Background: an optimization exercise with open tools, aiming at small area, a short achievable clock period and few clock cycles. Do not read the settings as production practice. RTL that was checked went through simulation tests only; none was proved equivalent to the original. Function not checked in run 4: the RTL went through the layout flow alone.

==> design/flow/design.v <==
package trialign_pkg;
  localparam int LEN_A_MAX  = 64;
  localparam int LEN_BC_MAX = 8;
  localparam int SYM_BITS     = 4;
  localparam int SCORE_BITS   = 12;
  localparam int A_ADDR_BITS  = 6;
  localparam int BC_ADDR_BITS = 3;
  localparam int LEN_A_BITS   = 7;
  localparam int LEN_BC_BITS  = 4;
  localparam int E_BITS = 6;
  localparam int E_BASE = 6;
  localparam int NCOL   = LEN_BC_MAX + 1;
endpackage
`timescale 1ns/1ns
import trialign_pkg::*;
module seq_fetch (
  input  logic                                  CLK,
  input  logic                                  load0_i,
  input  logic                                  load_i,
  input  logic [trialign_pkg::BC_ADDR_BITS-1:0] idx_i,
  input  logic [trialign_pkg::SYM_BITS-1:0]     b_sym_i,
  input  logic [trialign_pkg::SYM_BITS-1:0]     c_sym_i,
  input  logic                                  swap_i,
  output logic [trialign_pkg::LEN_BC_MAX*trialign_pkg::SYM_BITS-1:0] b_o,
  output logic [trialign_pkg::LEN_BC_MAX*trialign_pkg::SYM_BITS-1:0] c_o,
  output logic [trialign_pkg::LEN_BC_MAX*trialign_pkg::SYM_BITS-1:0] row_o
);
  logic [SYM_BITS-1:0] b_regs [LEN_BC_MAX];
  logic [SYM_BITS-1:0] c_regs [LEN_BC_MAX];
  always_ff @(posedge CLK) begin
    if (load0_i) begin
      b_regs[0] <= b_sym_i;
      c_regs[0] <= c_sym_i;
    end
    if (load_i) begin
      b_regs[idx_i] <= b_sym_i;
      c_regs[idx_i] <= c_sym_i;
    end
  end
  always_comb begin
    for (int n = 0; n < LEN_BC_MAX; n++) begin
      b_o[n*SYM_BITS +: SYM_BITS]   = b_regs[n];
      c_o[n*SYM_BITS +: SYM_BITS]   = c_regs[n];
      row_o[n*SYM_BITS +: SYM_BITS] = swap_i ? c_regs[n] : b_regs[n];
    end
  end
endmodule
`timescale 1ns/1ns
import trialign_pkg::*;
module plane_store (
  input  logic                                  CLK,
  input  logic                                  fp_i,      
  input  logic                                  fr_i,      
  input  logic                                  bl_i,      
  input  logic                                  in_i,      
  input  logic                                  ar_i,      
  input  logic [trialign_pkg::SYM_BITS-1:0]     a_i,       
  input  logic [trialign_pkg::SYM_BITS-1:0]     r_i,       
  input  logic [2:0]                            lm1_i,     
  input  logic                                  l2_i,      
  input  logic [2:0]                            lm1_nx_i,
  input  logic                                  br_i,      
  input  logic [trialign_pkg::SYM_BITS-1:0]     b_i,       
  input  logic                                  sw_i,      
  input  logic [trialign_pkg::LEN_BC_MAX*trialign_pkg::SYM_BITS-1:0] b_i_sym,
  input  logic [trialign_pkg::LEN_BC_MAX*trialign_pkg::SYM_BITS-1:0] c_i_sym,
  output logic [trialign_pkg::NCOL*trialign_pkg::E_BITS-1:0] a_out_o,   
  output logic [trialign_pkg::NCOL*trialign_pkg::E_BITS-1:0] b_out_o    
);
  typedef logic [E_BITS-1:0]   e_t;
  typedef logic [SYM_BITS-1:0] s_t;
  localparam int NB = LEN_BC_MAX - 2;    
  logic       fp   [NCOL];
  logic       fr   [NCOL+1];
  logic       bl   [NCOL+1];
  logic       in   [NCOL];
  logic       sw   [NCOL+1];
  logic       ar   [NCOL];
  s_t         as   [NCOL];
  s_t         rs   [NCOL+1];
  logic [2:0] lm1  [NCOL];
  logic       l2   [NCOL];
  logic       br   [NCOL];
  s_t         bs   [NCOL];
  logic       fp_q  [1:NCOL-1];
  logic       fr_q  [1:NCOL];
  logic       bl_q  [1:NCOL];
  logic       in_q  [1:NCOL-1];
  logic       sw_q  [1:NCOL];
  logic       ar_q  [1:NCOL-1];
  s_t         as_q  [1:NCOL-1];
  s_t         rs_q  [1:NCOL];
  logic [2:0] lm1_q [1:NCOL-1];
  logic       l2_q  [1:NCOL-1];
  logic       br_q  [1:NCOL-1];
  s_t         bs_q  [1:NCOL-1];
  logic       aca [1:NCOL-1];
  logic       rca [1:NCOL-1];
  logic       acb [1:NCOL-1];
  logic       rcb [1:NCOL-1];
  logic       aca_nx [1:NCOL-1];
  logic       rca_nx [1:NCOL-1];
  logic       acb_nx [1:NCOL-1];
  logic       rcb_nx [1:NCOL-1];
  logic [2:0] lm1_nx [NCOL];
  always_comb begin
    fp[0]  = fp_i;
    fr[0]  = fr_i;
    bl[0]  = bl_i;
    in[0]  = in_i;
    sw[0]  = sw_i;
    ar[0]  = ar_i;
    as[0]  = a_i;
    rs[0]  = r_i;
    lm1[0] = lm1_i;
    l2[0]  = l2_i;
    br[0]  = br_i;
    bs[0]  = b_i;
    lm1_nx[0] = lm1_nx_i;
    for (int k = 1; k < NCOL; k++) begin
      fp[k]  = fp_q[k];
      fr[k]  = fr_q[k];
      bl[k]  = bl_q[k];
      in[k]  = in_q[k];
      sw[k]  = sw_q[k];
      ar[k]  = ar_q[k];
      as[k]  = as_q[k];
      rs[k]  = rs_q[k];
      lm1[k] = lm1_q[k];
      l2[k]  = l2_q[k];
      br[k]  = br_q[k];
      bs[k]  = bs_q[k];
      lm1_nx[k] = lm1[k-1];
    end
    fr[NCOL] = fr_q[NCOL];
    bl[NCOL] = bl_q[NCOL];
    sw[NCOL] = sw_q[NCOL];
    rs[NCOL] = rs_q[NCOL];
    for (int k = 1; k < NCOL; k++) begin
      s_t cola, colb;
      cola = sw[k-1] ? b_i_sym[(k-1)*SYM_BITS +: SYM_BITS] : c_i_sym[(k-1)*SYM_BITS +: SYM_BITS];
      colb = sw[k]   ? b_i_sym[(k-1)*SYM_BITS +: SYM_BITS] : c_i_sym[(k-1)*SYM_BITS +: SYM_BITS];
      aca_nx[k] = (as[k-1] == cola);
      rca_nx[k] = (rs[k-1] == cola);
      acb_nx[k] = (bs[k-1] == colb);
      rcb_nx[k] = (rs[k]   == colb);
    end
  end
  always_ff @(posedge CLK) begin
    for (int s = 1; s < NCOL; s++) begin
      fp_q[s]  <= fp[s-1];
      in_q[s]  <= in[s-1];
      ar_q[s]  <= ar[s-1];
      as_q[s]  <= as[s-1];
      lm1_q[s] <= lm1[s-1];
      l2_q[s]  <= l2[s-1];
      br_q[s]  <= br[s-1];
      bs_q[s]  <= bs[s-1];
      aca[s]   <= aca_nx[s];
      rca[s]   <= rca_nx[s];
      acb[s]   <= acb_nx[s];
      rcb[s]   <= rcb_nx[s];
    end
    for (int s = 1; s <= NCOL; s++) begin
      fr_q[s] <= fr[s-1];
      bl_q[s] <= bl[s-1];
      sw_q[s] <= sw[s-1];
      rs_q[s] <= rs[s-1];
    end
  end
  e_t da1 [NCOL];           
  e_t da2 [NCOL];           
  e_t db  [NCOL][1:NB];     
  e_t rl  [NCOL];           
  e_t rl1 [NCOL];           
  e_t c0a [NCOL];           
  e_t c0b [NCOL];           
  e_t ea  [NCOL];
  e_t eb  [NCOL];
  e_t pa  [NCOL];
  e_t tap [NCOL];
  e_t ea0, eb0;
  e_t za  [NCOL];           
  e_t zb  [NCOL];           
  e_t za_q [1:NCOL-1];
  e_t zb_q [1:NCOL-1];
  always_comb begin
    za[0] = e_t'(E_BASE);
    zb[0] = e_t'(E_BASE);
    for (int k = 1; k < NCOL; k++) begin
      za[k] = za_q[k];
      zb[k] = zb_q[k];
    end
  end
  always_comb begin
    for (int k = 0; k < NCOL; k++) begin
      if (fp[k])      pa[k] = e_t'(0);
      else if (l2[k]) pa[k] = db[k][1];
      else            pa[k] = rl[k];
    end
  end
  function automatic logic egt(input e_t x, input e_t y);
    logic g;
    g = 1'b0;
    for (int b = 0; b < E_BITS; b++) g = (x[b] & ~y[b]) | ((x[b] | ~y[b]) & g);
    egt = g;
  endfunction
  function automatic e_t max3(input e_t p, input e_t rw, input e_t pp, input logic eq);
    e_t c1, m;
    c1 = pp + e_t'(1) + e_t'(eq);
    m  = egt(p, rw) ? p : rw;
    max3 = egt(c1, m) ? c1 : m;
  endfunction
  assign ea0 = max3(pa[0], fr[0] ? za[0] : da1[0],
                    fr[0] ? (fp[0] ? e_t'(0) : zb[0]) : rl1[0], ar[0]);
  assign eb0 = max3(da1[0], fr[1] ? zb[0] : db[0][1], fr[1] ? za[0] : da2[0], br[0]);
  always_ff @(posedge CLK) begin
    for (int k = 1; k < NCOL; k++) begin
      if (bl[k]) za_q[k] <= in[k] ? e_t'(E_BASE) : max3(zb[k], za[k-1], zb[k-1], aca_nx[k]);
      if (bl[k+1]) zb_q[k] <= max3(za[k], zb[k-1], za[k-1], acb_nx[k]);
    end
  end
  assign ea[0] = ea0;
  assign eb[0] = eb0;
  for (genvar k = 1; k < NCOL; k++) begin : g_col
    cell_score u_a (
      .c0_i    (c0a[k]),
      .pp_i    (fr[k] ? (fp[k] ? e_t'(0) : zb[k]) : rl1[k]),
      .np_i    (rl1[k-1]),
      .nrw_i   (fr[k] ? za[k-1] : da2[k-1]),
      .p_i     (pa[k]),
      .rw_i    (fr[k] ? za[k] : da1[k]),
      .nl_i    (da1[k-1]),
      .eq_ar_i (ar[k]),
      .eq_ac_i (aca[k]),
      .eq_rc_i (rca[k]),
      .e_o     (ea[k])
    );
    cell_score u_b (
      .c0_i    (c0b[k]),
      .pp_i    (fr[k+1] ? za[k] : da2[k]),
      .np_i    (da2[k-1]),
      .nrw_i   (fr[k+1] ? zb[k-1] : db[k-1][2]),
      .p_i     (da1[k]),
      .rw_i    (fr[k+1] ? zb[k] : db[k][1]),
      .nl_i    (db[k-1][1]),
      .eq_ar_i (br[k]),
      .eq_ac_i (acb[k]),
      .eq_rc_i (rcb[k]),
      .e_o     (eb[k])
    );
  end
  always_comb begin
    for (int k = 0; k < NCOL; k++) begin
      case (lm1_nx[k])
        3'd1:    tap[k] = db[k][1];
        3'd2:    tap[k] = db[k][2];
        3'd3:    tap[k] = db[k][3];
        3'd4:    tap[k] = db[k][4];
        3'd5:    tap[k] = db[k][5];
        default: tap[k] = db[k][6];
      endcase
    end
  end
  always_ff @(posedge CLK) begin
    for (int k = 0; k < NCOL; k++) begin
      da1[k] <= ea[k];
      da2[k] <= da1[k];
      db[k][1] <= eb[k];
      for (int m = 2; m <= NB; m++) db[k][m] <= db[k][m-1];
      rl[k]  <= tap[k];
      rl1[k] <= pa[k];
    end
    for (int k = 1; k < NCOL; k++) begin
      c0a[k] <= (fr[k-1] ? (fp[k-1] ? e_t'(0) : zb[k-1]) : rl1[k-1]) + e_t'(3)
                + e_t'(ar[k-1]) + e_t'(aca_nx[k]) + e_t'(rca_nx[k]);
      c0b[k] <= (fr[k] ? za[k-1] : da2[k-1]) + e_t'(3) + e_t'(br[k-1])
                + e_t'(acb_nx[k]) + e_t'(rcb_nx[k]);
    end
  end
  always_comb begin
    for (int k = 0; k < NCOL; k++) begin
      a_out_o[k*E_BITS +: E_BITS] = da2[k];
      b_out_o[k*E_BITS +: E_BITS] = db[k][1];
    end
  end
endmodule
`timescale 1ns/1ns
import trialign_pkg::*;
module cell_score (
  input  logic [trialign_pkg::E_BITS-1:0] c0_i,    
  input  logic [trialign_pkg::E_BITS-1:0] pp_i,    
  input  logic [trialign_pkg::E_BITS-1:0] np_i,    
  input  logic [trialign_pkg::E_BITS-1:0] nrw_i,   
  input  logic [trialign_pkg::E_BITS-1:0] p_i,     
  input  logic [trialign_pkg::E_BITS-1:0] rw_i,    
  input  logic [trialign_pkg::E_BITS-1:0] nl_i,    
  input  logic                            eq_ar_i,
  input  logic                            eq_ac_i,
  input  logic                            eq_rc_i,
  output logic [trialign_pkg::E_BITS-1:0] e_o
);
  typedef logic [E_BITS-1:0] e_t;
  function automatic logic egt(input e_t x, input e_t y);
    logic g;
    g = 1'b0;
    for (int b = 0; b < E_BITS; b++) g = (x[b] & ~y[b]) | ((x[b] | ~y[b]) & g);
    egt = g;
  endfunction
  function automatic e_t emax(input e_t x, input e_t y);
    emax = egt(x, y) ? x : y;
  endfunction
  function automatic e_t inc12(input e_t x, input logic e);
    e_t r;
    logic c;
    c = ~e;
    r[0] = x[0] ^ c;
    c = e | (x[0] & c);
    for (int b = 1; b < E_BITS; b++) begin
      r[b] = x[b] ^ c;
      c = x[b] & c;
    end
    inc12 = r;
  endfunction
  e_t c1, c2, c3;
  assign c1 = inc12(pp_i, eq_ar_i);
  assign c2 = inc12(np_i, eq_ac_i);
  assign c3 = inc12(nrw_i, eq_rc_i);
  assign e_o = emax(emax(emax(p_i, rw_i), nl_i), emax(emax(c0_i, c1), emax(c2, c3)));
endmodule
`timescale 1ns/1ns
import trialign_pkg::*;
module trialign_top (
  input  logic                                       CLK,
  input  logic                                       rst,
  input  logic                                       start_i,
  input  logic [trialign_pkg::LEN_A_BITS-1:0]         len_a_i,
  input  logic [trialign_pkg::LEN_BC_BITS-1:0]        len_b_i,
  input  logic [trialign_pkg::LEN_BC_BITS-1:0]        len_c_i,
  input  logic [trialign_pkg::SYM_BITS-1:0]           a_sym_i,
  input  logic [trialign_pkg::SYM_BITS-1:0]           b_sym_i,
  input  logic [trialign_pkg::SYM_BITS-1:0]           c_sym_i,
  input  logic                                       score_ready_i,
  output logic [trialign_pkg::A_ADDR_BITS-1:0]        a_addr_o,
  output logic [trialign_pkg::BC_ADDR_BITS-1:0]       b_addr_o,
  output logic [trialign_pkg::BC_ADDR_BITS-1:0]       c_addr_o,
  output logic                                       busy_o,
  output logic signed [trialign_pkg::SCORE_BITS-1:0]  score_o,
  output logic                                       score_valid_o
);
  localparam int W = NCOL * E_BITS;
  typedef logic [E_BITS-1:0] e_t;
  localparam logic [1:0] S_IDLE = 2'd0;
  localparam logic [1:0] S_WAIT = 2'd1;
  localparam logic [1:0] S_RUN  = 2'd2;
  localparam logic [1:0] S_HOLD = 2'd3;
  logic [1:0]             state;
  logic [2:0]             ld_cnt;
  logic                   fresh;       
  logic [LEN_A_BITS-1:0]  la_q;
  logic [LEN_BC_BITS-1:0] lb_q;
  logic [LEN_BC_BITS-1:0] lc_q;
  logic                   swap_q;
  logic [LEN_BC_BITS-1:0] lr_q;        
  logic                   lr1_q;       
  logic [LEN_BC_BITS-1:0] lp_q;        
  logic [2:0]             lm1_q;       
  logic                   l2_q;        
  logic [LEN_BC_BITS-1:0] lcol_q;      
  logic [9:0]             k_q;         
  logic [LEN_A_BITS-1:0]  pa_q;        
  logic [LEN_BC_BITS-1:0] j_q;
  logic [A_ADDR_BITS-1:0] a_addr_q;
  logic                   first_plane;
  logic                   first_row;
  logic [SYM_BITS-1:0]    a_t1;        
  logic [SYM_BITS-1:0]    a_cur;       
  logic [SYM_BITS-1:0]    b_cur;       
  logic                   eq_ar_q;
  logic                   eq_br_q;
  logic [SYM_BITS-1:0]    bs_q;        
  logic [3:0]             cap_cnt;     
  logic                   iss_d;       
  logic [LEN_BC_BITS-1:0] res_lcol;
  logic [9:0]             res_k;
  logic                   res_odd;     
  e_t                     res_e;
  logic                   pend;
  logic [LEN_BC_MAX*SYM_BITS-1:0] b_sym;
  logic [LEN_BC_MAX*SYM_BITS-1:0] c_sym;
  logic [LEN_BC_MAX*SYM_BITS-1:0] row_sym;
  logic [W-1:0] a_out, b_out;
  logic         start_ok, row_end, job_end, issue, slot_free, cap, quiet;
  logic [SYM_BITS-1:0] rs_next, rs_cur;
  e_t           cap_e, fin;
  assign start_ok  = start_i && !busy_o;
  assign row_end   = !fresh && (j_q == lp_q);
  assign job_end   = (fresh ? lr1_q : (j_q >= lr_q)) && (pa_q + 7'd1 >= la_q);
  assign issue     = (state == S_RUN) && job_end;
  assign slot_free = !score_valid_o || score_ready_i;
  assign quiet     = !score_valid_o && !pend && ((ld_cnt == '0) || (ld_cnt == 3'd7));
  assign a_addr_o = a_addr_q;
  assign b_addr_o = ld_cnt;
  assign c_addr_o = ld_cnt;
  seq_fetch u_fetch (
    .CLK     (CLK),
    .load0_i (!busy_o),
    .load_i  (ld_cnt != '0),
    .idx_i   (ld_cnt),
    .b_sym_i (b_sym_i),
    .c_sym_i (c_sym_i),
    .swap_i  (swap_q),
    .b_o     (b_sym),
    .c_o     (c_sym),
    .row_o   (row_sym)
  );
  plane_store u_array (
    .CLK      (CLK),
    .fp_i     (first_plane),
    .fr_i     (first_row),
    .bl_i     (((state == S_RUN) && row_end) || start_ok),
    .in_i     (start_ok),
    .ar_i     (eq_ar_q),
    .a_i      (a_cur),
    .r_i      (rs_cur),
    .lm1_i    (lm1_q),
    .l2_i     (l2_q),
    .lm1_nx_i (lm1_q),
    .br_i     (eq_br_q),
    .b_i      (bs_q),
    .sw_i     (swap_q),
    .b_i_sym  (b_sym),
    .c_i_sym  (c_sym),
    .a_out_o  (a_out),
    .b_out_o  (b_out)
  );
  assign rs_cur  = row_sym[3'(j_q - 4'd1)*SYM_BITS +: SYM_BITS];
  assign rs_next = row_sym[(row_end ? 3'd0 : j_q[2:0])*SYM_BITS +: SYM_BITS];
  always_ff @(posedge CLK) begin
    if (start_ok) begin
      la_q   <= len_a_i;
      lb_q   <= len_b_i;
      lc_q   <= len_c_i;
      swap_q <= (len_c_i < len_b_i);
      lr1_q  <= (len_b_i <= 4'd1) || (len_c_i <= 4'd1);
    end
    if (fresh) begin
      lr_q   <= swap_q ? lc_q : lb_q;
      lp_q   <= (swap_q ? (lc_q < 4'd2) : (lb_q < 4'd2)) ? 4'd2 : (swap_q ? lc_q : lb_q);
      lm1_q  <= (swap_q ? (lc_q < 4'd3) : (lb_q < 4'd3)) ? 3'd0 : 3'(swap_q ? lc_q - 4'd2 : lb_q - 4'd2);
      l2_q   <= swap_q ? (lc_q < 4'd3) : (lb_q < 4'd3);
      lcol_q <= swap_q ? lb_q : lc_q;
      k_q    <= 10'd18 + {1'b0, la_q, 2'b00} + {4'b0, lb_q, 2'b00} + {4'b0, lc_q, 2'b00};
    end
    if (!busy_o) b_cur <= a_sym_i;
    eq_ar_q <= ((row_end ? a_t1 : a_cur) == rs_next);
    eq_br_q <= (b_cur == rs_cur);
    bs_q    <= b_cur;
    if (start_ok) begin
      pa_q        <= '0;
      j_q         <= 4'd1;
      first_plane <= 1'b1;
      first_row   <= 1'b1;
    end else if (state == S_RUN) begin
      if (first_row) a_t1 <= a_sym_i;
      if (row_end) begin
        j_q         <= 4'd1;
        first_row   <= 1'b1;
        pa_q        <= pa_q + 7'd2;
        first_plane <= 1'b0;
        a_cur       <= a_t1;
        b_cur       <= a_sym_i;
      end else begin
        j_q       <= j_q + 1'b1;
        first_row <= 1'b0;
      end
    end
    if (iss_d) begin
      res_lcol <= lcol_q;
      res_k    <= k_q;
      res_odd  <= la_q[0];
    end
    if (cap) res_e <= cap_e;
    if ((cap || pend) && slot_free) begin
      score_o <= SCORE_BITS'(fin) + SCORE_BITS'({fin, 1'b0}) - SCORE_BITS'(res_k);
    end
  end
  assign cap   = (cap_cnt == 4'd1);
  assign cap_e = res_odd ? b_out[res_lcol*E_BITS +: E_BITS] : a_out[res_lcol*E_BITS +: E_BITS];
  assign fin   = pend ? res_e : cap_e;
  always_ff @(posedge CLK or posedge rst) begin
    if (rst) begin
      state         <= S_IDLE;
      ld_cnt        <= '0;
      fresh         <= 1'b0;
      a_addr_q      <= '0;
      busy_o        <= 1'b0;
      score_valid_o <= 1'b0;
      pend          <= 1'b0;
      cap_cnt       <= '0;
      iss_d         <= 1'b0;
    end else begin
      fresh <= start_ok;
      if (ld_cnt != '0) ld_cnt <= ld_cnt + 1'b1;
      iss_d <= issue;
      if (iss_d) cap_cnt <= lcol_q[3] ? 4'd9 : lcol_q + 4'd1;
      else if (cap_cnt != '0) cap_cnt <= cap_cnt - 1'b1;
      if ((cap || pend) && slot_free) begin
        score_valid_o <= 1'b1;
        pend          <= 1'b0;
      end else begin
        if (score_ready_i) score_valid_o <= 1'b0;
        if (cap) pend <= 1'b1;
      end
      case (state)
        S_WAIT: begin
          if ((cap_cnt == '0) && !iss_d) state <= S_RUN;
        end
        S_RUN: begin
          if (job_end) begin
            if (quiet) begin
              state  <= S_IDLE;
              busy_o <= 1'b0;
            end else begin
              state <= S_HOLD;
            end
          end
        end
        S_HOLD: begin
          if (quiet) begin
            state  <= S_IDLE;
            busy_o <= 1'b0;
          end
        end
        default: ;
      endcase
      if (issue) begin
        a_addr_q <= '0;
      end else if ((state == S_RUN) && row_end) begin
        a_addr_q <= A_ADDR_BITS'(pa_q + 7'd3);
      end else if (state == S_RUN) begin
        a_addr_q <= A_ADDR_BITS'(pa_q + 7'd2);
      end
      if (start_ok) begin
        a_addr_q <= A_ADDR_BITS'(1);
        state  <= (((cap_cnt != '0) || iss_d) && (len_a_i < 7'd8)) ? S_WAIT : S_RUN;
        busy_o <= 1'b1;
        ld_cnt <= 3'd1;
      end
    end
  end
endmodule
==> design/flow/flow/run.sh <==
#!/bin/bash
# Layout: the standard flow, except that the port buffers are plain
# buffers (buf_2) instead of the delay cell buffer_ports picks itself, and
# that timing repair aims for 18 ns of setup slack at the 24 ns clock, so
# that it sizes the logic for a shorter achieved period.
set -euo pipefail
export BUFFER_PORTS_ARGS="-buffer_cell sky130_fd_sc_hd__buf_2"
export SETUP_SLACK_MARGIN=18
bash standard.sh > standard.log 2>&1
==> design/flow/standard.sh <==
#!/bin/bash
# synth_recipe.tcl (not shown) runs the flow's synth.tcl, then flattens the netlist and writes it again
# the make line also repeats each setting of config.mk as NAME=value (left out here)
make -C /OpenROAD-flow-scripts/flow DESIGN_CONFIG=/design/flow/config.mk WORK_HOME=/design/flow/orfs CLKGATE_MAP_FILE= SYNTH_SCRIPT=/design/flow/synth_recipe.tcl "${@:-finish}"
==> design/flow/config.mk <==
export PLATFORM = sky130hd
export DESIGN_NAME = trialign_top
export DESIGN_NICKNAME = trialign_top
export VERILOG_FILES = /design/flow/design.v
export SDC_FILE = /design/flow/constraint.sdc
export NUM_CORES = 4
export LEC_CHECK = 0
export ABC_AREA = 1
export CAP_MARGIN = 40
export CORE_MARGIN = 2
export CORE_UTILIZATION = 60
export CTS_CLUSTER_DIAMETER = 80
export CTS_CLUSTER_SIZE = 26
export PLACE_DENSITY = 0.7
export SLEW_MARGIN = 40
==> design/flow/constraint.sdc <==
create_clock -name core_clock -period 24.0 [get_ports {CLK}]
set_input_delay 4.8000 -clock core_clock [delete_from_list [all_inputs] [get_ports {CLK}]]
set_output_delay 4.8000 -clock core_clock [all_outputs]
set_load 0.01 [all_outputs]
==> impl_metrics.tcl, run 1 <==
set metrics [dict create \
    synth-compound-area-share_pct 13.3 \
    io_buffers 56 \
    setup_viol 0 \
    synth_top_area_share_pct 26.0 \
    clk-insertion-delay-late_ns 0.76 \
    max_stage_delay_ns 0.46 \
    wl_per_cell_um 18.9 \
    ctsHoldBuffers 0 \
    drv_slew 0 \
    cts_tree "done" \
    drtPass1Iterations 6 \
    path_cells "buf_6" \
    cp_data_required_time_ns 19.20 \
    synth_simple_gate_area_share_pct 27.1 \
    ioPinCount 57 \
    async_flop_share_pct 1.78 \
    postLayoutCoreUtil_pct 63.6 \
    cts_num_sinks 1124 \
    fin_skew_ns 0.0427 \
    drc_errors 0 \
    fin_tns_setup_ns 0 \
    gp_congestion 0.994 \
    synthXorXnorAreaFrac_pct 4.04 \
    arrival_ns 1.34 \
    initialDrtViolationCount 5786 \
    synth_ff_type "dfxtp_1" \
    clk_pin_slew_ns 0.10 \
    seq_area_sq_um 25000 \
    synth_top_area_cell "dfxtp_1" \
    drt-total-wl_um 205000 \
    rows 122 \
    min_from "u_array.db[39][0]$_DFF_P_" \
    grt_use_total_pct 35.2 \
    critical_path_buf_inv_count 1 \
    vias_per_cell 5.60 \
    overflow 0 \
    finalHoldViolCount 0 \
    multiInputGateArea_sq_um 34800 \
    cap_violations 0 \
    dieArea_sq_um 114000 \
    slew_headroom_pct 43.2 \
    r2r_start "res_lcol[0]$_DFFE_PP_" \
    final_common_cell "nand2_1" \
    ys_ff_latch 1124 \
    synth.distinct_cells 68 \
    r2r_slack_ns 18.63 \
    route.vias.total 60473 \
    synth_top_family_by_area "simple AND/OR/NAND/NOR gates" \
    yosys-top-cells-area "dfxtp_1 (26%), nand2_1 (15%), edfxtp_1 (11%)" \
    status "no timing/DRC/antenna violations" \
    clockBufferDepth 3 \
    drive_gt1_share_pct 5.80 \
    fin_crit_sh_pct 25.6 \
    syn_area_sq_um 66600 \
    period_needed_ns 6.14 \
    synth-adder-area-share_pct 7.82 \
    max_freq_mhz 163 \
    ant_nets 0 \
    core_area_sq_um 110000 \
    hold_path_depth 0 \
    worst_slew_pin_slew_ns 0.843 \
    die_h_um 337 \
    crit_path_max_fanout 3 \
    synth_area_per_cell_sq_um 7.19 \
    grt_pass1_vias 54582 \
    area_delta_synth_final_pct 5.48 \
    synth_nets 9687 \
    final_cell_mix "nand2_1 (2647), inv_1 (1575), dfxtp_1 (864), nand3_1 (694), o21ai_0 (683)" \
    root_buffer "clkbuf_16" \
    grt_pass1_wl_um 311000 \
    final_net_count 9694 \
    htree_levels 2 \
    n_fill_cell 10174 \
    synth_enable_flop_cells 239 \
    antenna_found_initial 8 \
    cts_inserted_buffers 58 \
    synth_mux_area_share_pct 0 \
    cp-end-kind "output port" \
    die_w_um 337 \
    r2r-end "score_o[9]$_DFFE_PP_" \
    synth_cells 9265 \
    start_util_pct 60.3 \
    seq_area_frac_synth_pct 37.5 \
    ys_warn_count 100 \
    dp_hpwl_um 164000 \
    path_delay_family "flip-flops" \
    hold_path_end "u_array.db[40][0]$_DFF_P_" \
    grt_start_max_net_pins 84 \
    hold_class "flop to flop" \
    rsz0062_at_grt "true" \
    ff2ff_path_depth 18 \
    worstSetupPathType "flop to output port" \
    cp-start-kind "flop" \
    crit_slowest_cell "dfrtp_2" \
]
-- state kept, by name (all words and copies together) (netlist names), 48 cells and up --
| signal | cells |
|---|---|
| u_array.c0a | 48 |
| u_array.c0b | 48 |
| u_array.da1 | 54 |
| u_array.da2 | 54 |
| u_array.db | 324 |
| u_array.rl | 54 |
| u_array.rl1 | 54 |
| u_array.za_q | 48 |
| u_array.zb_q | 48 |
-- Yosys cell counts (all sizes together) (2+ instances only) --
library cell / number
a211oi: 4
a21boi: 3
a21oi: 160
a221oi: 50
a22o: 10
a22oi: 10
a31oi: 29
and2: 8
and3: 2
buf: 60
clkbuf: 77
clkinv: 4
dfrtp: 20
dfxtp: 865
edfxtp: 239
fa: 42
ha: 349
inv: 1609
nand2: 2799
nand3: 714
nand3b: 47
nand4: 26
nor2: 411
nor3: 55
nor4: 5
o2111ai: 8
o211ai: 57
o21a: 44
o21ai: 854
o21bai: 10
o221a: 2
o221ai: 71
o22a: 6
o22ai: 163
o2bb2ai: 8
o31ai: 2
o32ai: 5
or2: 130
xnor2: 110
xor2: 190
-- what timing repair did --
action,in CTS,in global routing
cloned,0,0
gates resized for setup,9,4
setup endpoints to repair,26,37
hold endpoints to repair,0,0
pin swaps,0,0
buffers inserted,6,2
-- cells by family after synthesis --
family | Yosys count
and+or+nand+nor | 4200
buffers and inverters | 1750
AOI/OAI and AO/OA | 1500
DFF | 1124
adders and majority gates | 391
xor gates and xnor gates | 300
-- cell type report --
class / instances / share of cell area, %
Timing Repair Buffer: 84 / 0.766
Clock inverter: 32 / 0.613
Tap cell: 1488 / 2.65
Antenna cell: 3 / 0.0107
Clock buffer: 70 / 2.19
Sequential cell: 1124 / 35.6
Inverter: 1613 / 8.63
Multi-Input combinational cell: 6391 / 49.5
-- through the flow --
stage | std cells | hold slack (ns) | worst slack (ns) | instance area (sq um)
after CTS | 10800 | 0.347 | 17.83 | 70200
after global routing | 10802 | 0.343 | 17.84 | 70200
final | 10805 | 0.338 | 17.86 | 70200
after detailed placement | 10692 | 0.335 | 17.30 | 68100
after global placement | 10692 | 0.331 | 17.37 | 68100
after floorplan | 9265 | 0.326 | 18.08 | 66600
-- worst max-delay path by stage --
stage	startpoint	end	slack [ns]	cells past startpoint
6_report	ld_cnt[0]$_DFFE_PP0P_	c_addr_o[0]	17.86	1
2_1_floorplan	start_i	a_t1[0]$_DFFE_PP_	18.08	5
4_1_cts	ld_cnt[0]$_DFFE_PP0P_	c_addr_o[0]	17.83	1
3_5_place_dp	start_i	a_t1[1]$_DFFE_PP_	17.30	6
5_1_grt	ld_cnt[0]$_DFFE_PP0P_	c_addr_o[0]	17.84	1
3_3_place_gp	start_i	a_t1[0]$_DFFE_PP_	17.37	6
-- per-layer routing --
| layer | routed length (um) | up-vias | track usage (%) |
|---|---|---|---|
| li1 | - | 29862 | - |
| met1 | 87000 | 27809 | 47.6 |
| met2 | 92100 | 2353 | 57.1 |
| met3 | 16500 | 443 | 4.65 |
| met4 | 9000 | 6 | 14.3 |
| met5 | 39 | - | 0 |
Testbench counts, summed over its fixed seeds: cycles 11,251.
==> inputs of run 2 (changes only) <==
--- a/design/flow/design.v
+++ b/design/flow/design.v
@@ -400,3 +400,3 @@
   assign slot_free = !score_valid_o || score_ready_i;
-  assign quiet     = !score_valid_o && !pend && ((ld_cnt == '0) || (ld_cnt == 3'd7));
+  assign quiet     = !score_valid_o && !pend && !cap && ((ld_cnt == '0) || (ld_cnt == 3'd7));
   assign a_addr_o = a_addr_q;
--- a/design/flow/config.mk
+++ b/design/flow/config.mk
@@ -11,5 +11,6 @@
 export CORE_UTILIZATION = 60
-export CTS_CLUSTER_DIAMETER = 80
-export CTS_CLUSTER_SIZE = 26
+export CTS_CLUSTER_DIAMETER = 100
+export CTS_CLUSTER_SIZE = 20
 export PLACE_DENSITY = 0.7
 export SLEW_MARGIN = 40
+export SYNTH_HIERARCHICAL = 1
==> impl_metrics.tcl, run 2 <==
set metrics [dict create \
    dieArea_sq_um 120000 \
    cp-end-kind "output port" \
    synth_common_cells "nand2_1 (2743), inv_1 (1742), nand3_1 (918)" \
    arrival_ns 1.28 \
    max_freq_mhz 164 \
    crit_slowest_cell "dfrtp_2" \
    top_register "u_array.db" \
    start_util_pct 60.5 \
    critical_path_buf_inv_count 1 \
    worstSetupPathType "flop to output port" \
    route.vias.total 62251 \
    yosys-top-cells-area "dfxtp_1 (25%), nand2_1 (15%), edfxtp_1 (10%)" \
    ys_ff_latch 1124 \
    ys_warn_count 106 \
    rows 125 \
    grt_use_total_pct 33.5 \
    fin_skew_ns 0.0336 \
    hold_class "flop to flop" \
    path_delay_family "flip-flops" \
    slew_headroom_pct 40.4 \
    ant_nets 0 \
    area_delta_synth_final_pct 5.38 \
    drc_errors 0 \
    io_buffers 56 \
    drive_gt1_share_pct 8.86 \
    cts_num_sinks 1124 \
    ioPinCount 57 \
    max_stage_delay_ns 0.45 \
    final_common_cell "nand2_1" \
    dp_hpwl_um 163000 \
    clk_pin_slew_ns 0.09 \
    wl_per_cell_um 17.8 \
    rsz0062_at_grt "true" \
    grt_pass1_vias 58477 \
    path_cells "buf_6" \
    crit_path_max_fanout 4 \
    synth_top_area_share_pct 24.6 \
    drv_slew 0 \
    cts_tree "done" \
    final_cell_mix "nand2_1 (2742), inv_1 (1740), nand3_1 (918), dfxtp_1 (858)" \
    die_w_um 346 \
    async_flop_share_pct 1.78 \
    vias_per_cell 5.43 \
    seq_area_frac_synth_pct 35.6 \
    largest_reg_flops 324 \
    synth_cells 9878 \
    fin_crit_sh_pct 25.3 \
    synth_nets 10309 \
    root_buffer "clkbuf_16" \
    synth_ff_type "dfxtp_1" \
    cp-start-kind "flop" \
    synth_top_area_cell "dfxtp_1" \
    synth.most_common_cell "nand2_1" \
    period_needed_ns 6.08 \
    worst_slew_pin_slew_ns 0.888 \
    fin_tns_setup_ns 0 \
    drt-total-wl_um 204000 \
    grt_pass1_wl_um 320000 \
    setup_viol 0 \
    ctsHoldBuffers 0 \
    initialDrtViolationCount 4835 \
    die_h_um 346 \
    grt_start_max_net_pins 65 \
    clk-insertion-delay-late_ns 0.70 \
    finalHoldViolCount 0 \
    antenna_found_initial 3 \
    synth_enable_flop_cells 239 \
    drtPass1Iterations 6 \
    syn_area_sq_um 70300 \
    cp_data_required_time_ns 19.20 \
    final_net_count 10330 \
    gp_congestion 0.964 \
    synth.distinct_cells 65 \
    overflow 0 \
    core_area_sq_um 116000 \
    status "no timing/DRC/antenna violations" \
    clockBufferDepth 3 \
    htree_levels 3 \
    synth_area_per_cell_sq_um 7.11 \
    cts_inserted_buffers 66 \
    cap_violations 0 \
]
[run 2: area by class of cell]
type	count	area, sq um
antenna	7	17.5
clock buffer	94	1770
clock inverter	9	144
fill	10634	42200
inverter	1836	6900
multi-input combinational	6776	37700
sequential	1124	25000
tap	1524	1910
timing repair buffer	95	621
[run 2: worst paths after layout]
kind                                      startpoint                   endpoint  slack, ns  cells after the start
setup / recovery               ld_cnt[2]$_DFFE_PP0P_                b_addr_o[2]      17.92                      1
hold / removal             u_array.db[51][4]$_DFF_P_  u_array.db[52][4]$_DFF_P_       0.34                      0
setup reg to reg                   res_odd$_DFFE_PP_       score_o[8]$_DFFE_PP_      18.77                     22
hold reg to reg            u_array.db[51][4]$_DFF_P_  u_array.db[52][4]$_DFF_P_       0.34                      0
max in group asynchronous                        rst      ld_cnt[2]$_DFFE_PP0P_      19.59                      2
min in group asynchronous                        rst    a_addr_q[2]$_DFFE_PP0P_       4.09                      2
[run 2: cell families (layout without fill, tap and decap cells)]
family / Yosys count / after routing / synth area share, %
other: 0 / 7 / 0
AO/OA/AOI/OAI: 1336 / 1336 / 11.6
buffers and inverters: 1978 / 2034 / 10.9
multiplexers: 1 / 1 / 0.0142
XOR/XNOR: 291 / 291 / 3.63
adder cells (fa/ha/maj): 400 / 400 / 7.57
flip-flops: 1124 / 1124 / 35.6
AND/OR/NAND/NOR: 4748 / 4748 / 30.7
[run 2: per-module statistics from Yosys (local to each module, per instance)]
module,times used,cell area [sq um]
cell_score,16,1410
plane_store,1,37600
seq_fetch,1,2620
trialign_top,1,7400
[run 2: per-layer routing]
layer  track usage (%)  vias to the layer above  wire, um
met5                 0                        -         0
met4              14.5                        0      9620
met3              3.86                      430     11400
met2              58.1                     1807     97100
met1              42.1                    28464     86000
li1                  -                    31550         -
[run 2: what timing repair did]
item                       CTS  global route
setup endpoints to repair   26            35
resized for setup            5             6
buffers inserted            10             2
[run 2: through the flow]
step                worst slack [ns]  cell area, sq um  util (%)  instances  hold WS (ns)
finish                         17.92             74000      63.7      11465         0.344
global route                   17.88             74000      63.7      11461         0.345
CTS                            17.89             74000      63.6      11455         0.338
detailed placement             17.33             72000      61.9      11342         0.335
global placement               17.38             71900      61.9      11342         0.332
floorplan                      18.05             70300         -       9878         0.329
Testbench counts of run 2, summed over its fixed seeds: cycles 11,251.
==> inputs of run 3 (changes only) <==
--- a/design/flow/config.mk
+++ b/design/flow/config.mk
@@ -15,2 +15 @@
 export SLEW_MARGIN = 40
-export SYNTH_HIERARCHICAL = 1
==> impl_metrics.tcl, run 3 <==
set metrics [dict create \
    status "no timing/DRC/antenna violations" \
    clk_pin_slew_ns 0.09 \
    crit_path_max_fanout 3 \
    dp_hpwl_um 162000 \
    synth_nets 9662 \
    ys_warn_count 100 \
    path_delay_family "flip-flops" \
    grt_use_total_pct 35.3 \
    synth_top_area_share_pct 26.0 \
    cts_num_sinks 1124 \
    finalHoldViolCount 0 \
    fin_tns_setup_ns 0 \
    cp_data_required_time_ns 19.20 \
    seq_area_frac_synth_pct 37.6 \
    drc_errors 0 \
    cts_tree "done" \
    root_buffer "clkbuf_16" \
    fin_crit_sh_pct 25.3 \
    max_stage_delay_ns 0.44 \
    gp_congestion 0.986 \
    synth_top_area_cell "dfxtp_1" \
    ioPinCount 57 \
    worst_slew_pin_slew_ns 0.899 \
    ff2ff_path_depth 18 \
    worstSetupPathType "flop to output port" \
    path_cells "buf_6" \
    async_flop_share_pct 1.78 \
    drtPass1Iterations 8 \
    fin_skew_ns 0.0207 \
    cp-end-kind "output port" \
    rsz0062_at_grt "true" \
    synth_ff_type "dfxtp_1" \
    final_net_count 9674 \
    min_from "u_array.rs_q[5][0]$_DFF_P_" \
    ys_ff_latch 1124 \
    synth.distinct_cells 69 \
    ant_nets 0 \
    syn_area_sq_um 66500 \
    clk-insertion-delay-late_ns 0.70 \
    cap_violations 0 \
    vias_per_cell 5.63 \
    largest_reg_flops 324 \
    drt-total-wl_um 204000 \
    place_ws_ns 17.16 \
    setup_ws_ns 17.93 \
    slew_headroom_pct 39.4 \
    postLayoutCoreUtil_pct 63.6 \
    max_freq_mhz 165 \
    clockBufferDepth 3 \
    wl_per_cell_um 18.9 \
    rows 122 \
    top_register "u_array.db" \
    cp-start-kind "flop" \
    start_util_pct 60.3 \
    synth_cells 9239 \
    antenna_found_initial 6 \
    period_needed_ns 6.07 \
    hold_path_depth 0 \
    ctsHoldBuffers 0 \
    arrival_ns 1.27 \
    critical_path_buf_inv_count 1 \
    dieArea_sq_um 113000 \
    r2r_start "res_odd$_DFFE_PP_" \
    final_cell_mix "nand2_1 (2630), inv_1 (1576), dfxtp_1 (863), nand3_1 (692), o21ai_0 (684)" \
    die_w_um 337 \
    cts_inserted_buffers 67 \
    crit_slowest_cell "dfrtp_2" \
    yosys-top-cells-area "dfxtp_1 (26%), nand2_1 (15%), edfxtp_1 (11%)" \
    synth_area_per_cell_sq_um 7.20 \
    critPathLaunch "ld_cnt[0]$_DFFE_PP0P_" \
    area_delta_synth_final_pct 5.43 \
    drive_gt1_share_pct 5.48 \
    grt_pass1_vias 54987 \
    grt_start_max_net_pins 56 \
    drv_slew 0 \
    core_area_sq_um 110000 \
    cp.depth 1 \
    route.vias.total 60629 \
    synth_common_cells "nand2_1 (2631), inv_1 (1577), dfxtp_1 (865)" \
    synth_enable_flop_cells 239 \
    synth.most_common_cell "nand2_1" \
    initialDrtViolationCount 5912 \
    n_fill_cell 10143 \
    setup_viol 0 \
    hold_class "flop to flop" \
    grt_pass1_wl_um 310000 \
    overflow 0 \
    htree_levels 3 \
    io_buffers 56 \
    die_h_um 337 \
    final_common_cell "nand2_1" \
]
-- run 3: cell types whose count changed after synthesis, sizes merged, moves of 16 or more --
cell	before	now
o221ai	38	54
nand3	951	704
o211ai	14	73
or2	86	121
inv	1826	1604
nor2	471	402
o21ai	760	844
o22a	32	7
o21a	2	44
a21oi	187	152
nand2	3086	2770
nand3b	83	57
-- run 3: path summary, 6_finish.rpt --
kind                                              end  slack, ns
setup / recovery                          c_addr_o[0]      17.93
hold / removal             u_array.rs_q[6][0]$_DFF_P_       0.34
setup reg to reg                 score_o[9]$_DFFE_PP_      18.49
hold reg to reg            u_array.rs_q[6][0]$_DFF_P_       0.34
max in group asynchronous             fresh$_DFF_PP0_      19.51
min in group asynchronous   score_valid_o$_DFFE_PP0P_       4.11
-- run 3: cell type report --
type,instances,area [sq um],area share (%)
Inverter,1607,6040,8.62
Antenna cell,1,2.50,0.00357
Tap cell,1488,1860,2.66
Multi-Input combinational cell,6368,34700,49.6
Timing Repair Buffer,83,502,0.716
Clock buffer,89,1770,2.52
Clock inverter,14,179,0.255
Sequential cell,1124,25000,35.7
-- run 3: cells by family (layout without fill, tap and decap cells) --
kind of cell    count (synthesis)  in the layout  share of synthesized area (%)
simple gates                 4153           4153                           26.7
buf+inv                      1747           1793                           10.2
compound gates               1520           1520                           13.6
flops                        1124           1124                           37.6
fa+ha+maj                     392            392                           7.85
xor+xnor                      303            303                           4.05
other cells                     0              1                              0
-- run 3: metal layers --
layer | vias to the layer above | track usage, % | wire length [um]
li1 | 29807 | - | -
met1 | 27969 | 46.7 | 85900
met2 | 2342 | 57.6 | 92400
met3 | 503 | 4.89 | 15900
met4 | 8 | 15.3 | 9790
met5 | - | 0 | 53
-- run 3: what timing repair did --
action	in CTS	in global routing
cloned	0	0
resized for setup	4	4
setup endpoints to repair	32	27
buffers inserted	6	1
-- run 3: through the flow --
stage               hold slack [ns]  cell area, sq um  instances
floorplan                     0.326             66500       9239
global placement              0.330             68000      10663
detailed placement            0.334             68000      10663
CTS                           0.344             70000      10772
global route                  0.350             70100      10773
finish                        0.345             70100      10774
==> inputs of run 4 (changes only) <==
--- a/design/flow/design.v
+++ b/design/flow/design.v
@@ -373,2 +373,6 @@
   logic [A_ADDR_BITS-1:0] a_addr_q;
+  logic [BC_ADDR_BITS-1:0] bc_addr_q;   
+  logic [2:0]             ld_nx;
+  logic                   idle_q;
+  logic                   nv_q;
   logic                   first_plane;
@@ -395,3 +399,3 @@
   e_t           cap_e, fin;
-  assign start_ok  = start_i && !busy_o;
+  assign start_ok  = start_i && idle_q;
   assign row_end   = !fresh && (j_q == lp_q);
@@ -399,10 +403,11 @@
   assign issue     = (state == S_RUN) && job_end;
-  assign slot_free = !score_valid_o || score_ready_i;
-  assign quiet     = !score_valid_o && !pend && !cap && ((ld_cnt == '0) || (ld_cnt == 3'd7));
+  assign slot_free = nv_q || score_ready_i;
+  assign quiet     = nv_q && !pend && !cap && ((ld_cnt == '0) || (ld_cnt == 3'd7));
   assign a_addr_o = a_addr_q;
-  assign b_addr_o = ld_cnt;
-  assign c_addr_o = ld_cnt;
+  assign b_addr_o = bc_addr_q;
+  assign c_addr_o = bc_addr_q;
+  assign ld_nx    = start_ok ? 3'd1 : ((ld_cnt != '0) ? ld_cnt + 1'b1 : 3'd0);
   seq_fetch u_fetch (
     .CLK     (CLK),
-    .load0_i (!busy_o),
+    .load0_i (idle_q),
     .load_i  (ld_cnt != '0),
@@ -454,3 +459,3 @@
     end
-    if (!busy_o) b_cur <= a_sym_i;
+    if (idle_q) b_cur <= a_sym_i;
     eq_ar_q <= ((row_end ? a_t1 : a_cur) == rs_next);
@@ -495,5 +500,6 @@
       fresh         <= 1'b0;
-      a_addr_q      <= '0;
       busy_o        <= 1'b0;
+      idle_q        <= 1'b1;
       score_valid_o <= 1'b0;
+      nv_q          <= 1'b1;
       pend          <= 1'b0;
@@ -503,3 +509,3 @@
       fresh <= start_ok;
-      if (ld_cnt != '0) ld_cnt <= ld_cnt + 1'b1;
+      ld_cnt <= ld_nx;
       iss_d <= issue;
@@ -509,5 +515,9 @@
         score_valid_o <= 1'b1;
+        nv_q          <= 1'b0;
         pend          <= 1'b0;
       end else begin
-        if (score_ready_i) score_valid_o <= 1'b0;
+        if (score_ready_i) begin
+          score_valid_o <= 1'b0;
+          nv_q          <= 1'b1;
+        end
         if (cap) pend <= 1'b1;
@@ -523,2 +533,3 @@
               busy_o <= 1'b0;
+              idle_q <= 1'b1;
             end else begin
@@ -532,2 +543,3 @@
             busy_o <= 1'b0;
+            idle_q <= 1'b1;
           end
@@ -536,16 +548,22 @@
       endcase
-      if (issue) begin
-        a_addr_q <= '0;
-      end else if ((state == S_RUN) && row_end) begin
-        a_addr_q <= A_ADDR_BITS'(pa_q + 7'd3);
-      end else if (state == S_RUN) begin
-        a_addr_q <= A_ADDR_BITS'(pa_q + 7'd2);
-      end
       if (start_ok) begin
-        a_addr_q <= A_ADDR_BITS'(1);
         state  <= (((cap_cnt != '0) || iss_d) && (len_a_i < 7'd8)) ? S_WAIT : S_RUN;
         busy_o <= 1'b1;
-        ld_cnt <= 3'd1;
+        idle_q <= 1'b0;
       end
     end
+  end
+  always_ff @(posedge CLK) begin
+    bc_addr_q <= rst ? '0 : ld_nx;
+    if (rst) begin
+      a_addr_q <= '0;
+    end else if (start_ok) begin
+      a_addr_q <= A_ADDR_BITS'(1);
+    end else if (issue) begin
+      a_addr_q <= '0;
+    end else if ((state == S_RUN) && row_end) begin
+      a_addr_q <= A_ADDR_BITS'(pa_q + 7'd3);
+    end else if (state == S_RUN) begin
+      a_addr_q <= A_ADDR_BITS'(pa_q + 7'd2);
+    end
   end
==> impl_metrics.tcl, run 4 <==
set metrics [dict create \
    synth.most_common_cell "nand2_1" \
    synth_top_area_cell "dfxtp_1" \
    cp_data_required_time_ns 19.20 \
    drive_gt1_share_pct 5.89 \
    final_cell_mix "nand2_1 (2729), inv_1 (1558), dfxtp_1 (869), nand3_1 (720), o21ai_0 (612)" \
    wl_per_cell_um 19.2 \
    cp-end-kind "output port" \
    path_cells "buf_2" \
    fin_tns_setup_ns 0 \
    slew_headroom_pct 40.8 \
    area_delta_synth_final_pct 5.46 \
    root_buffer "clkbuf_16" \
    final_net_count 9791 \
    path_delay_family "flip-flops" \
    min_from "u_array.db[14][1]$_DFF_P_" \
    max_stage_delay_ns 0.40 \
    cp-start-kind "flop" \
    setup_viol 0 \
    crit_path_max_fanout 2 \
    cts_inserted_buffers 69 \
    gp_congestion 0.988 \
    ys_warn_count 100 \
    grt_use_total_pct 35.5 \
    route.vias.total 61300 \
    synth_area_per_cell_sq_um 7.16 \
    finalHoldViolCount 0 \
    critical_path_buf_inv_count 1 \
    crit_slowest_cell "edfxtp_1" \
    synth_nets 9787 \
    r2r_slack_ns 18.35 \
    grt_start_max_net_pins 72 \
    fin_skew_ns 0.0254 \
    die_h_um 338 \
    status "no timing/DRC/antenna violations" \
    synth_cells 9366 \
    max_freq_mhz 166 \
    ant_nets 0 \
    rsz0062_at_grt "true" \
    worst_slew_pin_slew_ns 0.879 \
    clk_pin_slew_ns 0.08 \
    cap_violations 0 \
    final_common_cell "nand2_1" \
    htree_levels 3 \
    core_area_sq_um 111000 \
    overflow 0 \
    top_register "u_array.db" \
    stdcell_area_sq_um 70700 \
    ff2ff_path_depth 22 \
    arrival_ns 1.24 \
    async_flop_share_pct 1.42 \
    worstSetupPathType "flop to output port" \
    clockBufferDepth 3 \
    synth_top_area_share_pct 26.1 \
    seq_area_frac_synth_pct 37.4 \
    largest_reg_flops 324 \
    synth_common_cells "nand2_1 (2729), inv_1 (1558), dfxtp_1 (874)" \
    die_w_um 338 \
    start_util_pct 60.5 \
    drc_errors 0 \
    fin_crit_sh_pct 25.2 \
    cts_tree "done" \
    hold_class "flop to flop" \
    cts_num_sinks 1129 \
    grt_pass1_wl_um 319000 \
    synth_enable_flop_cells 239 \
    hold_path_depth 0 \
    place_area_sq_um 68600 \
    antenna_found_initial 3 \
    vias_per_cell 5.62 \
    grt_pass1_vias 56451 \
    r2r-end "score_o[8]$_DFFE_PP_" \
    r2r_start "res_odd$_DFFE_PP_" \
    synth.distinct_cells 71 \
    rows 122 \
    syn_area_sq_um 67100 \
    ioPinCount 57 \
    drv_slew 0 \
    yosys-top-cells-area "dfxtp_1 (26%), nand2_1 (15%), edfxtp_1 (11%)" \
    period_needed_ns 6.04 \
    drt-total-wl_um 209000 \
    synth_ff_type "dfxtp_1" \
    n_fill_cell 10253 \
    clk-insertion-delay-late_ns 0.69 \
    dp_hpwl_um 167000 \
    ys_ff_latch 1129 \
    hold_path_end "u_array.db[15][1]$_DFF_P_" \
    io_buffers 56 \
    dieArea_sq_um 114000 \
    drtPass1Iterations 6 \
    initialDrtViolationCount 6360 \
]
## run 4: how the worst max path moves through the flow
stage / startpoint / to / cells after the start
final: score_o[10]$_DFFE_PP_ / score_o[11] / 1
after global routing: score_o[10]$_DFFE_PP_ / score_o[11] / 1
after CTS: score_o[10]$_DFFE_PP_ / score_o[11] / 1
after detailed placement: start_i / state[0]$_DFFE_PP0P_ / 10
after global placement: start_i / state[0]$_DFFE_PP0P_ / 10
after floorplan: start_i / a_t1[0]$_DFFE_PP_ / 5
## run 4: cell type report
class	count	area (sq um)	share of cell area, %
multi-input cells	6467	35100	49.7
flip-flops and latches	1129	25100	35.5
inverters	1620	6080	8.60
clock buffers	92	1860	2.64
well taps	1488	1860	2.63
repair buffers	82	475	0.672
clock inverters	17	228	0.322
repair inverters	1	5.00	0.00707
diodes	2	5.00	0.00707
## run 4: cell families after synthesis
| group | after synthesis | synth area share [%] |
|---|---|---|
| flip-flops | 1129 | 37.4 |
| AND/OR/NAND/NOR | 4306 | 27.6 |
| AO/OA/AOI/OAI | 1472 | 13.0 |
| adder cells (fa/ha/maj) | 391 | 7.76 |
| buffers and inverters | 1770 | 10.3 |
| multiplexers | 2 | 0.0336 |
| XOR/XNOR | 296 | 3.94 |
## run 4: per-stage QoR
stage                     utilization (%)  setup WS [ns]  std cells  hold WS, ns
after floorplan                         -          18.00       9366        0.326
after global placement               61.9          17.64      10785        0.332
after detailed placement             61.9          17.65      10785        0.335
after CTS                            63.8          17.93      10895        0.344
after global routing                 63.8          17.91      10896        0.351
final                                63.8          17.96      10898        0.344
## run 4: per-layer routing
| metal | GRT usage (%) | share of wire (%) |
|---|---|---|
| met5 | 0 | 0.0062 |
| met4 | 16.8 | 5.5 |
| met3 | 5.00 | 8.4 |
| met2 | 57.2 | 45 |
| met1 | 47.1 | 42 |
## run 4: repair_timing
item / in CTS / in global routing
setup buffers: 1 / 0
setup endpoints to repair: 17 / 19
gates resized for setup: 2 / 3
pin swaps: 0 / 0
gates cloned: 0 / 1
hold buffers: 0 / 0
## run 4: worst reg2reg max path, stage by stage (launching register included)
cell,delay (ns)
edfxtp_1,0.58
buf_4,0.65
clkinvlp_4,0.67
a21oi_1,0.21
o21ai_0,0.11
a21oi_1,0.15
nor2_1,0.07
o21ai_0,0.62
a22o_1,0.25
nand2_1,0.05
o21ai_0,0.16
inv_1,0.11
fa_1,0.51
inv_1,0.04
ha_1,0.34
a21oi_1,0.17
o21ai_0,0.12
nor2_1,0.11
nor2_1,0.06
nor2_1,0.08
inv_1,0.04
a21oi_1,0.20
xor2_1,0.10

[separate check: timing with driven ports]
The results above use ideal ports. As a check the final layouts listed here were re-extracted and re-timed, cells and wires unchanged. Step 1 (the two cells are an assumption about what drives the block):
set clk [get_ports {CLK}]
set_driving_cell -lib_cell sky130_fd_sc_hd__clkbuf_16 $clk
set_driving_cell -lib_cell sky130_fd_sc_hd__buf_2 [delete_from_list [all_inputs] $clk]
Step 2 moves the port delays by t, midway between the first and last clock arrival at a register: inputs arrive t later, outputs are due t later. That takes back most of the time a late clock gives input paths. Slacks: ideal / step 1 / step 2; pairs: ideal / step 1.
run	t (ns)	setup WS [ns]	clock arrival spread, ns	worst data-port slew with drivers (ns)
run 1	0.809	17.863 / 17.785 / 17.607	0.052 / 0.051	0.06
run 2	0.758	17.919 / 17.845 / 17.607	0.041 / 0.041	0.08
run 3	0.759	17.934 / 17.858 / 17.459	0.027 / 0.026	0.05
run 4	0.745	17.962 / 17.893 / 17.616	0.030 / 0.030	0.05
After both steps setup and hold are still met in every run listed. For run 3, which loses most, drivers alone change the setup slack by -0.076 ns; drivers and shift together by -0.475 ns.
